This is an optimization exercise on Yosys and OpenROAD, whose aim is small area, not a production implementation. The RTL was checked by simulation tests, not by an equivalence proof against the original design. Power is estimated from default activity; no workload was simulated. No driver is modelled on the clock port, so clocking that relies on it looks cheaper here than on a real chip.

## main
==> module side_ch, before the edit <==
module side_ch
(
	input  logic                     clk,
	input  logic                     arst_n,
	input  logic                     reg_wr,
	input  logic                     reg_rd,
	input  logic [REG_ADDR_W-1:0]    reg_addr,
	input  logic [REG_DATA_W-1:0]    reg_wdata,
	output logic [REG_DATA_W-1:0]    reg_rdata,
	output logic                     reg_rvalid,
	input  logic                     short_preamble_detected,
	input  logic                     long_preamble_detected,
	input  logic                     pkt_header_valid_strobe,
	input  logic                     pkt_header_valid,
	input  logic                     fcs_in_strobe,
	input  logic                     fcs_ok,
	input  logic                     phy_tx_start,
	input  logic                     phy_tx_done,
	input  logic                     tx_pkt_need_ack,
	input  logic                     pkt_for_me,
	input  logic [ADDR2_W-1:0]       addr2,
	input  logic signed [RSSI_W-1:0] rssi_half_db,
	input  logic [2*IQ_W-1:0]        sample0_in,
	input  logic [2*IQ_W-1:0]        sample1_in,
	input  logic                     sample_in_strobe,
	output logic                     m_axis_tvalid,
	output logic [STREAM_W-1:0]      m_axis_tdata,
	output logic                     m_axis_tlast,
	input  logic                     m_axis_tready
);
	logic [NUM_EVENTS-1:0][COUNTER_W-1:0] counters;
	logic [REG_DATA_W-1:0] drop_cnt;
	logic [STREAM_W-1:0]   take_word;
	logic                  take;
	logic                  take_last;
	logic                  rssi_above;
	logic [TRIG_W-1:0]        cfg_trig_sel;
	logic signed [RSSI_W-1:0] cfg_rssi_th;
	logic [CAP_LEN_W-1:0]     cfg_cap_len;
	logic [NUM_EVENTS-1:0]    cfg_event_sel;
	logic [REG_DATA_W-1:0]    cfg_addr2_target;
	logic                     cfg_arm;
	logic [NUM_EVENTS-1:0]    cfg_counter_clr;
	assign rssi_above = (rssi_half_db > cfg_rssi_th);
	side_ch_reg_bank i_reg_bank (
		.clk        (clk),
		.arst_n     (arst_n),
		.reg_wr     (reg_wr),
		.reg_rd     (reg_rd),
		.reg_addr   (reg_addr),
		.reg_wdata  (reg_wdata),
		.counters   (counters),
		.drop_cnt   (drop_cnt),
		.reg_rdata  (reg_rdata),
		.reg_rvalid (reg_rvalid),
		.cfg_trig_sel     (cfg_trig_sel),
		.cfg_rssi_th      (cfg_rssi_th),
		.cfg_cap_len      (cfg_cap_len),
		.cfg_event_sel    (cfg_event_sel),
		.cfg_addr2_target (cfg_addr2_target),
		.cfg_arm          (cfg_arm),
		.cfg_counter_clr  (cfg_counter_clr)
	);
	side_ch_event_counters i_event_counters (
		.clk                     (clk),
		.arst_n                  (arst_n),
		.short_preamble_detected (short_preamble_detected),
		.long_preamble_detected  (long_preamble_detected),
		.pkt_header_valid_strobe (pkt_header_valid_strobe),
		.pkt_header_valid        (pkt_header_valid),
		.fcs_in_strobe           (fcs_in_strobe),
		.fcs_ok                  (fcs_ok),
		.phy_tx_start            (phy_tx_start),
		.phy_tx_done             (phy_tx_done),
		.tx_pkt_need_ack         (tx_pkt_need_ack),
		.pkt_for_me              (pkt_for_me),
		.addr2                   (addr2),
		.rssi_above              (rssi_above),
		.counters                (counters),
		.cfg_event_sel           (cfg_event_sel),
		.cfg_addr2_target        (cfg_addr2_target),
		.cfg_counter_clr         (cfg_counter_clr)
	);
	side_ch_iq_capture i_iq_capture (
		.clk              (clk),
		.arst_n           (arst_n),
		.sample0_in       (sample0_in),
		.sample1_in       (sample1_in),
		.sample_in_strobe (sample_in_strobe),
		.rssi_above       (rssi_above),
		.fcs_in_strobe    (fcs_in_strobe),
		.fcs_ok           (fcs_ok),
		.take_word        (take_word),
		.take             (take),
		.take_last        (take_last),
		.cfg_trig_sel     (cfg_trig_sel),
		.cfg_cap_len      (cfg_cap_len),
		.cfg_arm          (cfg_arm)
	);
	side_ch_stream_fifo i_stream_fifo (
		.clk           (clk),
		.arst_n        (arst_n),
		.take_word     (take_word),
		.take          (take),
		.take_last     (take_last),
		.m_axis_tready (m_axis_tready),
		.m_axis_tvalid (m_axis_tvalid),
		.m_axis_tdata  (m_axis_tdata),
		.m_axis_tlast  (m_axis_tlast),
		.drop_cnt      (drop_cnt)
	);
endmodule
export LEC_CHECK = 0
export CAP_MARGIN = 20
export CORE_MARGIN = 2
export CORE_UTILIZATION = 70
export SLEW_MARGIN = 20
create_clock -name core_clock -period 6.0 [get_ports {clk}]
standard.sh (not shown) runs the stock make flow with config.mk's settings and CLKGATE_MAP_FILE= SYNTH_SCRIPT=/design/flow/synth_recipe.tcl, a recipe that flattens the netlist after the stock synthesis.
==> flow/flow/run.sh <==
#!/bin/bash
# ORFS layout through the standard.sh with three changes:
#  - synthesis is the standard flow's own script (synth_recipe.tcl) with only the combinational
#    mapping changed: no adder cells are extracted (ADDER_MAP_FILE empty), and abc
#    runs flow/area.abc, an area-oriented mapping, in place of the flow's speed
#    script (flip-flop mapping, flattening and naming are unchanged);
#  - port buffers use the smallest buffer cell;
#  - clock tree synthesis uses clkbuf_16 sink clusters of up to 30 flip-flops within
#    120 um, without dummy loads.
set -euo pipefail
W=$(pwd)
cat > "$W/flow_synth.tcl" <<EOS
proc abc {args} {
  set i [lsearch -exact \$args -script]
  if {\$i >= 0} { set args [lreplace \$args [expr {\$i+1}] [expr {\$i+1}] $W/flow/area.abc] }
  yosys abc {*}\$args
}
source $W/synth_recipe.tcl
EOS
bash standard.sh finish \
  "SYNTH_SCRIPT=$W/flow_synth.tcl" \
  "ADDER_MAP_FILE=" \
  "BUFFER_PORTS_ARGS=-buffer_cell sky130_fd_sc_hd__buf_1" \
  "CTS_ARGS=-sink_clustering_enable -repair_clock_nets -dont_use_dummy_load -buf_list sky130_fd_sc_hd__clkbuf_16 -sink_clustering_size 30 -sink_clustering_max_diameter 120" \
  > make_finish.log 2>&1
==> flow/flow/area.abc <==
&get -n
&st
&dch
&nf -R 1000 -p -C 32 -F 8
&put
The following lists how the feature branch was set up differently from main:
diff --git a/flow/design.v b/flow/design.v
--- a/flow/design.v
+++ b/flow/design.v
@@ -407,5 +407,25 @@
 	logic                     cfg_arm;
 	logic [NUM_EVENTS-1:0]    cfg_counter_clr;
-	assign rssi_above = (rssi_half_db > cfg_rssi_th);
+	localparam int RSSI_LO = 6;
+	logic [RSSI_W-1:0]      ua;
+	logic [RSSI_W-1:0]      ub;
+	logic [RSSI_LO:0]       gt_lo;
+	logic [RSSI_W-RSSI_LO:0] gt_hi0;
+	logic [RSSI_W-RSSI_LO:0] gt_hi1;
+	assign ua = {~rssi_half_db[RSSI_W-1], rssi_half_db[RSSI_W-2:0]};
+	assign ub = {~cfg_rssi_th[RSSI_W-1], cfg_rssi_th[RSSI_W-2:0]};
+	assign gt_lo[0]  = 1'b0;
+	assign gt_hi0[0] = 1'b0;
+	assign gt_hi1[0] = 1'b1;
+	for (genvar b = 0; b < RSSI_LO; b++)
+	begin : g_gt_lo
+		assign gt_lo[b+1] = (ua[b] & ~ub[b]) | (ua[b] & gt_lo[b]) | (~ub[b] & gt_lo[b]);
+	end
+	for (genvar b = 0; b < RSSI_W - RSSI_LO; b++)
+	begin : g_gt_hi
+		assign gt_hi0[b+1] = (ua[RSSI_LO+b] & ~ub[RSSI_LO+b]) | (ua[RSSI_LO+b] & gt_hi0[b]) | (~ub[RSSI_LO+b] & gt_hi0[b]);
+		assign gt_hi1[b+1] = (ua[RSSI_LO+b] & ~ub[RSSI_LO+b]) | (ua[RSSI_LO+b] & gt_hi1[b]) | (~ub[RSSI_LO+b] & gt_hi1[b]);
+	end
+	assign rssi_above = gt_lo[RSSI_LO] ? gt_hi1[RSSI_W-RSSI_LO] : gt_hi0[RSSI_W-RSSI_LO];
 	side_ch_reg_bank i_reg_bank (
 		.clk        (clk),
Findings:
- [compare] base=main new=the feature branch: clock skew moved down; biggest fanout along the worst timing path shrank by 17; count of plain and timing-repair buffers increased by 9.0% relative to the old numbers.
- Compared with main, in the feature branch proportion of power drawn by combinational gates decreased by 0.7 points relative to the old numbers; total wirelength of the detailed-routed design grew by 3.7%; worst hold slack now sits higher; final design area excluding fillers flat.
- Against main, largest net degree at the start of global routing in the feature branch fell by more than a quarter.
- Per the comparison of the feature branch with main, final cell count climbed 0.47%, clock group share of total power shows no meaningful change.

========
side_ch, a different RTL version from the one above (not shown whole).
For scale: ~2500 cells after synthesis, roughly 1300 flip-flops, about 270 I/O pins, roughly 0.047 sq mm of cells after synthesis.
==> flow/design.v (excerpt) <==
module side_ch
(
	input  logic                     clk,
	input  logic                     arst_n,
	input  logic                     reg_wr,
	input  logic                     reg_rd,
	input  logic [REG_ADDR_W-1:0]    reg_addr,
	input  logic [REG_DATA_W-1:0]    reg_wdata,
	output logic [REG_DATA_W-1:0]    reg_rdata,
	output logic                     reg_rvalid,
	input  logic                     short_preamble_detected,
	input  logic                     long_preamble_detected,
	input  logic                     pkt_header_valid_strobe,
	input  logic                     pkt_header_valid,
	input  logic                     fcs_in_strobe,
	input  logic                     fcs_ok,
	input  logic                     phy_tx_start,
	input  logic                     phy_tx_done,
	input  logic                     tx_pkt_need_ack,
	input  logic                     pkt_for_me,
	input  logic [ADDR2_W-1:0]       addr2,
	input  logic signed [RSSI_W-1:0] rssi_half_db,
	input  logic [2*IQ_W-1:0]        sample0_in,
	input  logic [2*IQ_W-1:0]        sample1_in,
	input  logic                     sample_in_strobe,
	output logic                     m_axis_tvalid,
	output logic [STREAM_W-1:0]      m_axis_tdata,
	output logic                     m_axis_tlast,
	input  logic                     m_axis_tready
);
==> module side_ch_stream_fifo, before the edit <==
module side_ch_stream_fifo
(
	input  logic                  clk,
	input  logic                  arst_n,
	input  logic [STREAM_W-1:0]   take_word,
	input  logic                  take,
	input  logic                  take_last,
	input  logic                  m_axis_tready,
	output logic                  m_axis_tvalid,
	output logic [STREAM_W-1:0]   m_axis_tdata,
	output logic                  m_axis_tlast,
	output logic [REG_DATA_W-1:0] drop_cnt
);
	logic [STREAM_W:0]       mem [0:FIFO_DEPTH-1];
	logic [FIFO_AW-1:0]      wr_ptr;
	logic [FIFO_AW-1:0]      rd_ptr;
	logic                    full;
	logic                    offered;
	logic                    push;
	logic                    pop;
	logic [FIFO_AW-1:0]      wr_ptr_nx;
	logic                    full_nx;
	logic                    wr_en;
	logic [STREAM_W:0]       rd_word;
	assign push = offered && !full;
	assign pop  = m_axis_tvalid && m_axis_tready;
	assign wr_ptr_nx = wr_ptr + FIFO_AW'(push);
	assign full_nx = !pop && (full || (offered && (wr_ptr + FIFO_AW'(1) == rd_ptr)));
	assign wr_en   = take && !full_nx;
	logic                  drop_ev;
	logic [REG_DATA_W-1:0] drop_inc;
	assign drop_ev = offered && full;
	for (genvar k = 0; k < REG_DATA_W/8; k++)
	begin : g_drop_byte
		logic [8:0] c;
		if (k == 0)
			assign c[0] = drop_ev;
		else
			assign c[0] = drop_ev && (&drop_cnt[8*k-1:0]);
		for (genvar b = 0; b < 8; b++)
		begin : g_bit
			assign drop_inc[8*k+b] = drop_cnt[8*k+b] ^ c[b];
			assign c[b+1]          = drop_cnt[8*k+b] & c[b];
		end
	end
	always_ff @(posedge clk)
	begin
		for (int i = 0; i < FIFO_DEPTH; i++)
			if (wr_en && (wr_ptr_nx == FIFO_AW'(i)))
				mem[i] <= {take_last, take_word};
	end
	always_comb
	begin
		rd_word = '0;
		for (int i = 0; i < FIFO_DEPTH; i++)
		begin
			rd_word = rd_word | ({(STREAM_W+1){rd_ptr == FIFO_AW'(i)}} & mem[i]);
		end
	end
	assign m_axis_tvalid = full || (wr_ptr != rd_ptr);
	assign m_axis_tdata  = rd_word[STREAM_W-1:0];
	assign m_axis_tlast  = rd_word[STREAM_W];
	always_ff @(posedge clk or negedge arst_n)
	begin
		if (!arst_n)
		begin
			offered  <= 1'b0;
			wr_ptr   <= '0;
			rd_ptr   <= '0;
			full     <= 1'b0;
			drop_cnt <= '0;
		end
		else
		begin
			offered <= take;
			wr_ptr  <= wr_ptr_nx;
			full    <= full_nx;
			if (pop)
				rd_ptr <= rd_ptr + FIFO_AW'(1);
			drop_cnt <= drop_inc;
		end
	end
endmodule
clock: 6.0 ns
lec_check: 0
cap_margin: 20
core_margin: 2
core_utilization: 40
slew_margin: 20
==> flow/flow/run.sh <==
#!/bin/bash
# ORFS layout through the standard.sh with three changes:
#  - synthesis is the standard flow's own script (synth_recipe.tcl) with only the combinational
#    mapping changed: abc runs flow/area.abc, an area-oriented mapping, in place of
#    the flow's speed script (flip-flop mapping, flattening and naming are unchanged);
#  - port buffers use the smallest buffer cell;
#  - clock tree synthesis uses clkbuf_16 sink clusters of up to 28 flip-flops within
#    100 um, without dummy loads.
set -euo pipefail
W=$(pwd)
cat > "$W/flow_synth.tcl" <<EOS
proc abc {args} {
  set i [lsearch -exact \$args -script]
  if {\$i >= 0} { set args [lreplace \$args [expr {\$i+1}] [expr {\$i+1}] $W/flow/area.abc] }
  yosys abc {*}\$args
}
source $W/synth_recipe.tcl
EOS
bash standard.sh finish \
  "SYNTH_SCRIPT=$W/flow_synth.tcl" \
  "BUFFER_PORTS_ARGS=-buffer_cell sky130_fd_sc_hd__buf_1" \
  "CTS_ARGS=-sink_clustering_enable -repair_clock_nets -dont_use_dummy_load -buf_list sky130_fd_sc_hd__clkbuf_16 -sink_clustering_size 28 -sink_clustering_max_diameter 100" \
  > make_finish.log 2>&1
Scripts as last shown in full above: flow/flow/area.abc
Next try:
--- a/flow/design.v
+++ b/flow/design.v
@@ -293,17 +293,21 @@
 	logic [STREAM_W:0]       mem [0:FIFO_DEPTH-1];
 	logic [FIFO_AW-1:0]      wr_ptr;
-	logic [FIFO_AW-1:0]      rd_ptr;
-	logic                    full;
+	logic [FIFO_DEPTH-1:0]   rd_oh;
+	logic [FIFO_AW:0]        count;
 	logic                    offered;
+	logic                    full;
 	logic                    push;
 	logic                    pop;
+	logic [FIFO_AW:0]        count_nx;
 	logic [FIFO_AW-1:0]      wr_ptr_nx;
 	logic                    full_nx;
 	logic                    wr_en;
 	logic [STREAM_W:0]       rd_word;
+	assign full = count[FIFO_AW];
 	assign push = offered && !full;
 	assign pop  = m_axis_tvalid && m_axis_tready;
+	assign count_nx  = count + (FIFO_AW+1)'(push) - (FIFO_AW+1)'(pop);
 	assign wr_ptr_nx = wr_ptr + FIFO_AW'(push);
-	assign full_nx = !pop && (full || (offered && (wr_ptr + FIFO_AW'(1) == rd_ptr)));
+	assign full_nx = !pop && (full || (offered && (count == (FIFO_AW+1)'(FIFO_DEPTH-1))));
 	assign wr_en   = take && !full_nx;
 	logic                  drop_ev;
@@ -334,8 +338,8 @@
 		for (int i = 0; i < FIFO_DEPTH; i++)
 		begin
-			rd_word = rd_word | ({(STREAM_W+1){rd_ptr == FIFO_AW'(i)}} & mem[i]);
+			rd_word = rd_word | ({(STREAM_W+1){rd_oh[i]}} & mem[i]);
 		end
 	end
-	assign m_axis_tvalid = full || (wr_ptr != rd_ptr);
+	assign m_axis_tvalid = (count != '0);
 	assign m_axis_tdata  = rd_word[STREAM_W-1:0];
 	assign m_axis_tlast  = rd_word[STREAM_W];
@@ -346,6 +350,6 @@
 			offered  <= 1'b0;
 			wr_ptr   <= '0;
-			rd_ptr   <= '0;
-			full     <= 1'b0;
+			rd_oh    <= FIFO_DEPTH'(1);
+			count    <= '0;
 			drop_cnt <= '0;
 		end
@@ -354,7 +358,7 @@
 			offered <= take;
 			wr_ptr  <= wr_ptr_nx;
-			full    <= full_nx;
+			count   <= count_nx;
 			if (pop)
-				rd_ptr <= rd_ptr + FIFO_AW'(1);
+				rd_oh <= {rd_oh[FIFO_DEPTH-2:0], rd_oh[FIFO_DEPTH-1]};
 			drop_cnt <= drop_inc;
 		end
Result: The new run ran to the end with no violations; sequential share of layout area rises by 0.23 points; power falls by 20%; wire length rises by about 0.9%; count of clock-buffer cells in the layout is unchanged; die area rises by 0.80%; maximum frequency rises by 2.3%; synthesized cell count falls by 0.51%; global-route usage is about the same; cell area rises by 0.82%; clock skew stays flat; sequential cell count rises by 16; worst setup slack improves by 0.12 ns.

[port drivers added, routing unchanged]
How much do the figures lean on ideal ports? The routed layouts below were timed once more, with nothing changed but the port constraints.
Step 1 sets driving cells, clkbuf_16 on the clock port and buf_2 on the other inputs (assumed; they add their load-dependent delay and slew).
Step 2, shift: input delay + t, output delay - t, t = (earliest + latest rising clock arrival at the registers) / 2. This alone moves slack from input paths to output paths.
a / b / c = ideal / step 1 / step 2; a / b = the first two.
run	shift t [ns]	setup WS [ns]	pins driven straight from the clock port
main	0.679	0.391 / 0.325 / 0.426	1
the feature branch	0.693	0.600 / 0.533 / 0.392	1
the first run of note 2	0.702	0.740 / 0.777 / 0.076	1
the second run of note 2	0.721	0.858 / 0.910 / 0.190	1
After both steps setup and hold are still met in every run listed. For the second run of note 2, which loses most, drivers alone change the setup slack by +0.052 ns; drivers and shift together by -0.668 ns.
